Background: an optimization exercise with open tools, aiming at small area. Do not read the settings as production practice.
Only simulation tests tie the RTL to the original design; equivalence was not proved.
No activity file was given, so power comes from the tool's default toggle rates.

Design regfile_sb, start of the top module:
module regfile_sb #(
  parameter int DATA_W   = 32,
  parameter int ADDR_W   = 5,
  parameter int ZERO_REG = 1
) (
  input  logic                  clk,
  input  logic                  reset,
  input  logic [ADDR_W-1:0]     ra1,
  input  logic [ADDR_W-1:0]     ra2,
  output logic [DATA_W-1:0]     rd1,
  output logic [DATA_W-1:0]     rd2,
  output logic                  rbusy1,
  output logic                  rbusy2,
  input  logic                  wea,
  input  logic                  web,
  input  logic [ADDR_W-1:0]     waa,
  input  logic [ADDR_W-1:0]     wab,
  input  logic [DATA_W-1:0]     wda,
  input  logic [DATA_W-1:0]     wdb,
  input  logic [DATA_W/8-1:0]   bea,
  input  logic [DATA_W/8-1:0]   beb,
  input  logic                  iss_en,
  input  logic [ADDR_W-1:0]     iss_addr,
  output logic [2**ADDR_W-1:0]  busy_vec
);
Size in the first run: ~4400 cells after synthesis, ~1000 flip-flops, ~200 I/O pins, about 49000 sq um of cells after synthesis.
clock: 8.0 ns
lec_check: 0
cap_margin: 20
cell_pad_in_sites_detail_placement: 1
cell_pad_in_sites_global_placement: 1
core_margin: 2
core_utilization: 25
cts_buf_list: sky130_fd_sc_hd__clkbuf_8
cts_cluster_diameter: 50
cts_cluster_size: 20
place_density: 0.4
setup_slack_margin: 0.5
slew_margin: 20
synth_hierarchical: 1
synth_minimum_keep_size: 0
run.sh (not shown) runs the stock make flow with config.mk's settings and CLKGATE_MAP_FILE= SYNTH_SCRIPT=/design/flow/synth_recipe.tcl, a recipe that flattens the netlist after the stock synthesis.
The first run ran to the end with no violations.
Change:
==> flow/flow/run.sh (new file) <==
#!/bin/bash
set -euo pipefail
bash standard.sh \
  "BUFFER_PORTS_ARGS=-buffer_cell sky130_fd_sc_hd__buf_1" \
  "CTS_ARGS=-sink_clustering_enable -repair_clock_nets -dont_use_dummy_load -buf_list sky130_fd_sc_hd__clkbuf_8 -sink_clustering_size 20 -sink_clustering_max_diameter 50" \
  RECOVER_POWER=100 \
  finish > flow_make.log 2>&1
==> flow/standard.sh (new file) <==
#!/bin/bash
# synth_recipe.tcl (not shown) runs the flow's synth.tcl, then flattens the netlist and writes it again
# the make line also repeats each setting of config.mk as NAME=value (left out here)
make -C /OpenROAD-flow-scripts/flow DESIGN_CONFIG=/design/flow/config.mk WORK_HOME=/design/flow/orfs CLKGATE_MAP_FILE= SYNTH_SCRIPT=/design/flow/synth_recipe.tcl "${@:-finish}"
Settings changed: CTS_BUF_LIST sky130_fd_sc_hd__clkbuf_8 to unset, CTS_CLUSTER_DIAMETER 50 to unset, CTS_CLUSTER_SIZE 20 to unset, PLACE_DENSITY 0.4 to 0.45.
removed: flow/run.sh
This time the run finished with capacitance limit, slew limit left.
Worst setup slack degrades by 0.15 ns.
Sequential power stays flat.
Design area is lower by 7.9%.
Change:
==> flow/flow/run.sh (replaced) <==
#!/bin/bash
set -euo pipefail
bash standard.sh \
  "BUFFER_PORTS_ARGS=-buffer_cell sky130_fd_sc_hd__buf_1" \
  "CTS_ARGS=-sink_clustering_enable -repair_clock_nets -dont_use_dummy_load -buf_list sky130_fd_sc_hd__clkbuf_8 -sink_clustering_size 20 -sink_clustering_max_diameter 50" \
  finish > flow_make.log 2>&1
Settings changed: PLACE_DENSITY 0.45 to 0.4.
Result: The changed run completed with no timing, DRC or antenna violations. Setup slack gets better by 0.51 ns. Sequential share of layout area decreases by 0.76 points. Wire length increases by 6.1%. Final area increases by 2.1%. Core utilization increases by 0.58 points. Via count increases by 0.52%. Area after synthesis does not change. Die area stays the same.
Change:
Settings changed: CAP_MARGIN 20 to 10, PLACE_DENSITY 0.4 to 0.45, SLEW_MARGIN 20 to 10.
The changed run finished clean.
Cell area stays flat.
Power came out lower by 1.8%.
Register-to-register slack degrades by 0.24 ns.
First-iteration DRC count came out lower by 2.1%.
Area after synthesis does not change.
Change:
Settings changed: CAP_MARGIN 10 to 20, SLEW_MARGIN 10 to 20.
Result: Routed wire length stays flat; global-route usage barely changes; worst setup slack is better by 0.021 ns; total power fell by 0.71%.

[static timing again, ports no longer ideal]
Ports are ideal in the flow. The routed layouts listed here were re-timed in OpenROAD.
Step 1: set_driving_cell puts a clkbuf_16 on clk and a buf_2 on each other input, an assumption about the parent block.
Step 2 times the ports against the registers' clock, not the clock port: input delays grow and output delays shrink by t, the midpoint of the rising clock arrivals with the driver on.
Three values: no drivers, after step 1, after step 2; two values: the first two.
run	t, ns	setup WS [ns]	worst setup path at the end	worst register clock-pin slew, ns	pins driven straight from the clock port
the first run	1.067	0.479 / 0.415 / 0.415	input to output	0.11 / 0.11	1
the second run	1.007	0.332 / 0.268 / -0.395	input to register	0.09 / 0.09	1
the third run	1.020	0.838 / 0.812 / 0.812	input to output	0.09 / 0.09	1
the fourth run	1.014	0.814 / 0.776 / 0.776	input to output	0.10 / 0.10	1
the fifth run	1.014	0.835 / 0.809 / 0.809	input to output	0.09 / 0.09	1
For the second run, which loses most, drivers alone change the setup slack by -0.064 ns; drivers and shift together by -0.727 ns.
